Source: an optimization exercise on an open RTL-to-GDS flow (aim: small area, a short achievable clock period and few clock cycles). Production flows keep margins and buffers that such runs may drop.
In this exercise RTL edits were held to simulation tests only and were not proved equivalent to the original.
No activity file was given, so power comes from the tool's default toggle rates.

<file path="design/flow/design.v">
module mdu_div_step #(
    parameter int XLEN = 64
) (
    input  logic [XLEN-1:0] rem_in,
    input  logic [XLEN-1:0] divisor,
    input  logic            bit_in,
    output logic [XLEN-1:0] rem_out,
    output logic            q_bit
);
    logic [XLEN:0] shifted;
    logic [XLEN:0] diff;
    always_comb begin
        shifted = {rem_in, bit_in};
        diff    = shifted - {1'b0, divisor};
        q_bit   = ~diff[XLEN];
        rem_out = q_bit ? diff[XLEN-1:0] : shifted[XLEN-1:0];
    end
endmodule
module mdu_seq #(
    parameter int XLEN = 64
) (
    input  logic            clk,
    input  logic            rst_n,
    input  logic            req_valid,
    output logic            req_ready,
    input  logic [4:0]      req_op,
    input  logic            req_word,
    input  logic [XLEN-1:0] req_src1,
    input  logic [XLEN-1:0] req_src2,
    input  logic [4:0]      req_rd,
    input  logic            flush,
    output logic            resp_valid,
    input  logic            resp_ready,
    output logic [XLEN-1:0] resp_data,
    output logic [4:0]      resp_rd,
    output logic            busy
);
    localparam int MDU_MUL  = 0;
    localparam int MDU_DIV  = 1;
    localparam int MDU_DIVU = 2;
    localparam int MDU_REM  = 3;
    localparam int MDU_REMU = 4;
    localparam logic [63:0] MDU_MIN64 = 64'h8000_0000_0000_0000;
    localparam logic [31:0] MDU_MIN32 = 32'h8000_0000;
    localparam logic [1:0] IDLE = 2'd0;
    localparam logic [1:0] CALC = 2'd1;
    localparam logic [1:0] FIX  = 2'd2;
    localparam logic [1:0] DONE = 2'd3;
    logic [1:0]      state_q, state_d;
    logic [6:0]      cnt_q, cnt_d;
    logic [4:0]      op_q, op_d;
    logic            word_q, word_d;
    logic [4:0]      rd_q, rd_d;
    logic [XLEN-1:0] ext1_q, ext1_d;
    logic [XLEN-1:0] ext2_q, ext2_d;
    logic [XLEN-1:0] a_q, a_d;
    logic [XLEN-1:0] b_q, b_d;
    logic [XLEN-1:0] acc_q, acc_d;
    logic [XLEN-1:0] resp_data_q, resp_data_d;
    logic [4:0]      resp_rd_q, resp_rd_d;
    logic            resp_valid_q, resp_valid_d;
    logic            accept;
    logic            in_sgn;
    logic [XLEN-1:0] in_ext1;
    logic [XLEN-1:0] in_ext2;
    logic [XLEN-1:0] in_mag1;
    logic [XLEN-1:0] in_mag2;
    logic [XLEN-1:0] step_rem;
    logic            step_q;
    logic            fx_onehot;
    logic            fx_sgn;
    logic            fx_s1;
    logic            fx_s2;
    logic            fx_ovf;
    logic [XLEN-1:0] fx_res;
    logic [XLEN-1:0] fx_out;
    assign req_ready  = (state_q == IDLE) & ~flush;
    assign busy       = (state_q != IDLE);
    assign resp_valid = resp_valid_q;
    assign resp_data  = resp_data_q;
    assign resp_rd    = resp_rd_q;
    mdu_div_step #(.XLEN(XLEN)) u_div_step (
        .rem_in  (acc_q),
        .divisor (a_q),
        .bit_in  (b_q[XLEN-1]),
        .rem_out (step_rem),
        .q_bit   (step_q)
    );
    always_comb begin
        in_sgn  = req_op[MDU_DIV] | req_op[MDU_REM];
        in_ext1 = req_word ? (in_sgn ? {{32{req_src1[31]}}, req_src1[31:0]}
                                     : {32'd0, req_src1[31:0]})
                           : req_src1;
        in_ext2 = req_word ? (in_sgn ? {{32{req_src2[31]}}, req_src2[31:0]}
                                     : {32'd0, req_src2[31:0]})
                           : req_src2;
        in_mag1 = (in_sgn && in_ext1[63]) ? (~in_ext1 + 64'd1) : in_ext1;
        in_mag2 = (in_sgn && in_ext2[63]) ? (~in_ext2 + 64'd1) : in_ext2;
    end
    always_comb begin
        fx_onehot = (op_q != 5'd0) && ((op_q & (op_q - 5'd1)) == 5'd0);
        fx_sgn    = op_q[MDU_DIV] | op_q[MDU_REM];
        fx_s1     = fx_sgn & ext1_q[63];
        fx_s2     = fx_sgn & ext2_q[63];
        fx_ovf    = (word_q ? (ext1_q == {32'hFFFF_FFFF, MDU_MIN32}) : (ext1_q == MDU_MIN64)) &&
                    (ext2_q == '1);
        fx_res    = '0;
        if (!fx_onehot) begin
            fx_res = '0;
        end else if (op_q[MDU_MUL]) begin
            fx_res = acc_q;
        end else if (op_q[MDU_DIV] || op_q[MDU_DIVU]) begin
            if (ext2_q == 64'd0)
                fx_res = '1;
            else if (op_q[MDU_DIV] && fx_ovf)
                fx_res = word_q ? {32'hFFFF_FFFF, MDU_MIN32} : MDU_MIN64;
            else
                fx_res = (fx_s1 ^ fx_s2) ? (~b_q + 64'd1) : b_q;
        end else begin
            if (ext2_q == 64'd0)
                fx_res = ext1_q;
            else if (op_q[MDU_REM] && fx_ovf)
                fx_res = 64'd0;
            else
                fx_res = fx_s1 ? (~acc_q + 64'd1) : acc_q;
        end
        fx_out = word_q ? {{32{fx_res[31]}}, fx_res[31:0]} : fx_res;
    end
    always_comb begin
        state_d      = state_q;
        cnt_d        = cnt_q;
        op_d         = op_q;
        word_d       = word_q;
        rd_d         = rd_q;
        ext1_d       = ext1_q;
        ext2_d       = ext2_q;
        a_d          = a_q;
        b_d          = b_q;
        acc_d        = acc_q;
        resp_data_d  = resp_data_q;
        resp_rd_d    = resp_rd_q;
        resp_valid_d = 1'b0;
        accept = req_valid & req_ready;
        case (state_q)
            IDLE: begin
                if (accept) begin
                    op_d   = req_op;
                    word_d = req_word;
                    rd_d   = req_rd;
                    ext1_d = in_ext1;
                    ext2_d = in_ext2;
                    cnt_d  = req_word ? 7'd32 : 7'd64;
                    acc_d  = '0;
                    if (req_op[MDU_MUL]) begin
                        a_d = in_ext1;
                        b_d = in_ext2;
                    end else begin
                        a_d = in_mag2;
                        b_d = req_word ? {in_mag1[31:0], 32'd0} : in_mag1;
                    end
                    state_d = CALC;
                end
            end
            CALC: begin
                if (op_q[MDU_MUL]) begin
                    acc_d = acc_q + (b_q[0] ? a_q : '0);
                    a_d   = a_q << 1;
                    b_d   = b_q >> 1;
                end else begin
                    acc_d = step_rem;
                    b_d   = {b_q[XLEN-2:0], step_q};
                end
                cnt_d = cnt_q - 7'd1;
                if (cnt_q == 7'd1) state_d = FIX;
            end
            FIX: begin
                resp_data_d  = fx_out;
                resp_rd_d    = rd_q;
                resp_valid_d = 1'b1;
                state_d      = DONE;
            end
            DONE: begin
                if (resp_ready) state_d = IDLE;
                else            resp_valid_d = 1'b1;
            end
            default: state_d = IDLE;
        endcase
        if (flush) begin
            state_d      = IDLE;
            resp_valid_d = 1'b0;
        end
    end
    always_ff @(posedge clk or negedge rst_n) begin
        if (!rst_n) begin
            state_q      <= IDLE;
            cnt_q        <= '0;
            op_q         <= '0;
            word_q       <= 1'b0;
            rd_q         <= '0;
            ext1_q       <= '0;
            ext2_q       <= '0;
            a_q          <= '0;
            b_q          <= '0;
            acc_q        <= '0;
            resp_data_q  <= '0;
            resp_rd_q    <= '0;
            resp_valid_q <= 1'b0;
        end else begin
            state_q      <= state_d;
            cnt_q        <= cnt_d;
            op_q         <= op_d;
            word_q       <= word_d;
            rd_q         <= rd_d;
            ext1_q       <= ext1_d;
            ext2_q       <= ext2_d;
            a_q          <= a_d;
            b_q          <= b_d;
            acc_q        <= acc_d;
            resp_data_q  <= resp_data_d;
            resp_rd_q    <= resp_rd_d;
            resp_valid_q <= resp_valid_d;
        end
    end
endmodule
</file>
<file path="design/flow/run.sh">
#!/bin/bash
# synth_recipe.tcl (not shown) runs the flow's synth.tcl, then flattens the netlist and writes it again
# the make line also repeats each setting of config.mk as NAME=value (left out here)
make -C /OpenROAD-flow-scripts/flow DESIGN_CONFIG=/design/flow/config.mk WORK_HOME=/design/flow/orfs CLKGATE_MAP_FILE= SYNTH_SCRIPT=/design/flow/synth_recipe.tcl finish
</file>
<file path="design/flow/config.mk">
export PLATFORM = sky130hd
export DESIGN_NAME = mdu_seq
export DESIGN_NICKNAME = mdu_seq
export VERILOG_FILES = /design/flow/design.v
export SDC_FILE = /design/flow/constraint.sdc
export NUM_CORES = 4
export LEC_CHECK = 0
export CAP_MARGIN = 20
export CORE_MARGIN = 2
export CORE_UTILIZATION = 40
export SLEW_MARGIN = 20
</file>
<file path="design/flow/constraint.sdc">
create_clock -name core_clock -period 6.0 [get_ports {clk}]
set_input_delay 1.2000 -clock core_clock [delete_from_list [all_inputs] [get_ports {clk}]]
set_output_delay 1.2000 -clock core_clock [all_outputs]
set_load 0.01 [all_outputs]
</file>
==> impl_metrics.env <==
export IMPL_status="complete, no violations"
export IMPL_grt_pass1_wl_um=233000
export IMPL_slowest_stage="or2_2"
export IMPL_routed_wl_um=157000
export IMPL_grt_pass1_vias=36019
export IMPL_syn_area_um2=36200
export IMPL_cts_sinks=410
export IMPL_path_cells="inv_1 > ha_1 > fa_1 > nor2b_1 > o31a_1 > o21a_1 > o31ai_1 > buf_4 > o41ai_1 > buf_4 > a41o_1 > or2_2 > buf_4 > o211ai_1 > a32o_1"
export IMPL_hold_slack_ns=0.492
export IMPL_die_w_um=305
export IMPL_setup_viol_count_final=0
export IMPL_antenna_found_initial=4
export IMPL_post_dp_cell_area_um2=39400
export IMPL_max_slew_margin_pct=22.7
export IMPL_ys_warn_count=2
export IMPL_crit_top_cell="buf_4"
export IMPL_ys_seq_area_share_pct=28.4
export IMPL_syn_num_nets=5049
export IMPL_core_um2=89700
export IMPL_layout_commonest_cell="a21oi_1"
export IMPL_clk_insertion_delay_late_ns=0.65
export IMPL_start_kind="flop"
export IMPL_crit_fanout=50
export IMPL_finalCritPeriodShare_pct=83.4
export IMPL_clk_path_buf_depth=3
export IMPL_critPathMaxStageDelay_ns=0.81
export IMPL_stdcell_count=5995
export IMPL_areaGrowthSynthToFinish_pct=14.1
export IMPL_dp_final_hpwl_um=122000
export IMPL_final_area_um2=41300
export IMPL_first_iter_violations=4522
export IMPL_synth_top_area_share_pct=28.4
export IMPL_layout_nets=5061
export IMPL_drive_above_1_share_pct=7.37
export IMPL_power_total_mw=24.8
export IMPL_synth_main_ff_cell="dfrtp_1"
export IMPL_yosysUniqueCellTypes=87
export IMPL_path_buf_inv=4
export IMPL_rows=110
export IMPL_timing_rr_start="b_q[63]$_DFFE_PN0P_"
export IMPL_final_cell_mix="a21oi_1, nor2_1, o21ai_0, nand2_1, dfrtp_1"
export IMPL_via_per_inst=6.41
export IMPL_ant_nets=0
export IMPL_r2r_cells=15
export IMPL_async_reset_ff_share_pct=100
export IMPL_cap_violations=0
export IMPL_root_buffer="clkbuf_16"
export IMPL_vias=38398
export IMPL_leakage_nw=16.8
export IMPL_hold_viol=0
export IMPL_cts_made_buffers=47
export IMPL_worstSetupPathDepth=15
export IMPL_netlist_top_cells_area="dfrtp_1, a21oi_1, o21ai_0"
export IMPL_die_area_um2=92800
export IMPL_ys_seq_elements=410
export IMPL_worstSetupPathType="flop to flop"
export IMPL_max_vdd_ir_drop_mv=0.297
export IMPL_grt_usage_pct=32.8
export IMPL_fin_ws_ns=0.995
export IMPL_worst_pin_slew_ns=1.15
export IMPL_dp_slack_ns=0.967
export IMPL_timing_rr_end="acc_q[35]$_DFFE_PN0P_"
export IMPL_utilization_pct=46.0
export IMPL_cts_htree_levels=2
export IMPL_rsz0062_at_grt="no"
export IMPL_postSynthCellCount=4764
export IMPL_clock_skew_ns=0.0324
export IMPL_yosys_area_top_type="dfrtp_1"
export IMPL_regToRegSetupSlack_ns=1.0
export IMPL_wl_per_cell_um=26.2
export IMPL_fin_tns_setup_ns=0
export IMPL_postCtsResizedCells=0
export IMPL_drt_first_pass_iters=6
export IMPL_grt_max_degree=115
export IMPL_finalMaxSlewViolations=0
export IMPL_hp_class="primary input to async pin"
export IMPL_placed_cells=5903
export IMPL_routabilityCongestion=1.01
export IMPL_cts_hold_buf=0
export IMPL_cp_top_family="compound AO/OA/AOI/OAI gates"
export IMPL_path_clk_slew_ns=0.07
export IMPL_drc=0
export IMPL_arrival_ns=5.54
export IMPL_synth_edf_count=0
export IMPL_initial_core_util_pct=40.3
export IMPL_ios=216
export IMPL_globalRoute_totalOverflow=0
export IMPL_required_ns=6.53
export IMPL_cts_tree="done"
export IMPL_min_period_ns=5.00
export IMPL_avgSynthCellArea_um2=7.59
export IMPL_end_kind="flop"
export IMPL_power_density_nw_per_um2=601
export IMPL_cts_setup_buffers=0
export IMPL_port_buffers=215
export IMPL_fmax_mhz=200
export IMPL_die_h_um=305
-- how the worst max path moves through the flow --
| stage | start | to | slack, ns |
|---|---|---|---|
| after global routing | b_q[63]$_DFFE_PN0P_ | acc_q[36]$_DFFE_PN0P_ | 0.81 |
| after floorplan | req_src1[19] | b_q[43]$_DFFE_PN0P_ | 1.88 |
| after detailed placement | req_src1[27] | b_q[61]$_DFFE_PN0P_ | 0.97 |
| after global placement | req_src2[4] | a_q[42]$_DFFE_PN0P_ | 1.00 |
| final | b_q[63]$_DFFE_PN0P_ | acc_q[35]$_DFFE_PN0P_ | 1.0 |
| after CTS | b_q[63]$_DFFE_PN0P_ | acc_q[35]$_DFFE_PN0P_ | 1.15 |
-- metal layers --
metal,vias up,wire (um),GRT usage (%)
li1,17490,-,-
met5,-,13,0
met3,350,13300,5.63
met4,2,8280,15.4
met1,18660,65300,43.9
met2,1896,70400,51.6
-- area by class of cell --
cell class / instances / area [um^2]
fill: 9141 / 48500
sequential: 410 / 10300
clock inverter: 27 / 493
multi-input combinational: 3817 / 24000
antenna: 4 / 10.0
timing repair buffer: 324 / 3040
tap: 1176 / 1470
clock buffer: 61 / 1340
inverter: 176 / 661
-- Yosys cell counts (all sizes together) (51+ instances only) --
cell type / number
nor4: 70
o31ai: 51
clkbuf: 321
nor3: 95
mux2i: 72
o21ai: 440
dfrtp: 410
xor2: 135
a21o: 75
a31oi: 57
nand3: 60
mux2: 96
a21oi: 637
nand2: 415
xnor2: 196
a221oi: 57
nand4: 73
ha: 139
inv: 176
a211oi: 111
nor2: 487
-- worst reg2reg max path, stage by stage (launching register included) --
cell	delay (ns)
dfrtp_1	0.53
inv_1	0.36
ha_1	0.33
fa_1	0.38
nor2b_1	0.23
o31a_1	0.19
o21a_1	0.19
o31ai_1	0.11
buf_4	0.18
o41ai_1	0.35
buf_4	0.23
a41o_1	0.23
or2_2	0.81
buf_4	0.38
o211ai_1	0.12
a32o_1	0.28
-- where the power goes --
part,switching [mW],leakage [nW],internal (mW)
clock network,1.38,0.896,2.11
registers,1.83,5.08,4.06
logic,9.68,10.8,5.74
total,12.9,16.8,11.9
-- cell families (layout without fill, tap and decap cells) --
| group | Yosys count | count (layout) | share of synthesized area (%) |
|---|---|---|---|
| AO/OA/AOI/OAI | 1782 | 1782 | 30.3 |
| XOR/XNOR | 331 | 331 | 8.02 |
| adder cells (fa/ha/maj) | 141 | 141 | 4.92 |
| buffers and inverters | 537 | 588 | 5.59 |
| flip-flops | 410 | 410 | 28.4 |
| multiplexers | 168 | 168 | 4.98 |
| other | 0 | 4 | 0 |
| AND/OR/NAND/NOR | 1395 | 1395 | 17.8 |
-- registers in the layout (all words and copies together) (netlist names) --
name and count:
resp_data_q 64, word_q 1, ext2_q 64, a_q 64, state_q 2, acc_q 64, resp_valid_q 1, op_q 5
b_q 64, cnt_q 7, resp_rd_q 5, rd_q 5, ext1_q 64
Testbench counts, summed over its fixed seeds: cycles 65,120.

-- what the ideal ports hide --
The flow's constraints put no driver on any port. The routed layout listed below was extracted and timed again, unchanged, in two steps.
Step 1 (the two cells are an assumption about what drives the block):
set clk [get_ports {clk}]
set_driving_cell -lib_cell sky130_fd_sc_hd__clkbuf_16 $clk
set_driving_cell -lib_cell sky130_fd_sc_hd__buf_2 [delete_from_list [all_inputs] $clk]
Step 2 also shifts input and output timing later by t, the mid clock arrival at the registers, as if the neighbouring blocks saw the same clock.
Three values: ideal, step 1, step 2; two values: the first two.
shift t [ns]: 0.698
setup slack, ns: 0.995 / 0.995 / 0.738
slew at the worst register clock pin (ns): 0.07 / 0.07
After both steps setup and hold are still met in this run. The setup slack of this run moves by 0.000 ns with the drivers and by -0.257 ns with both steps.
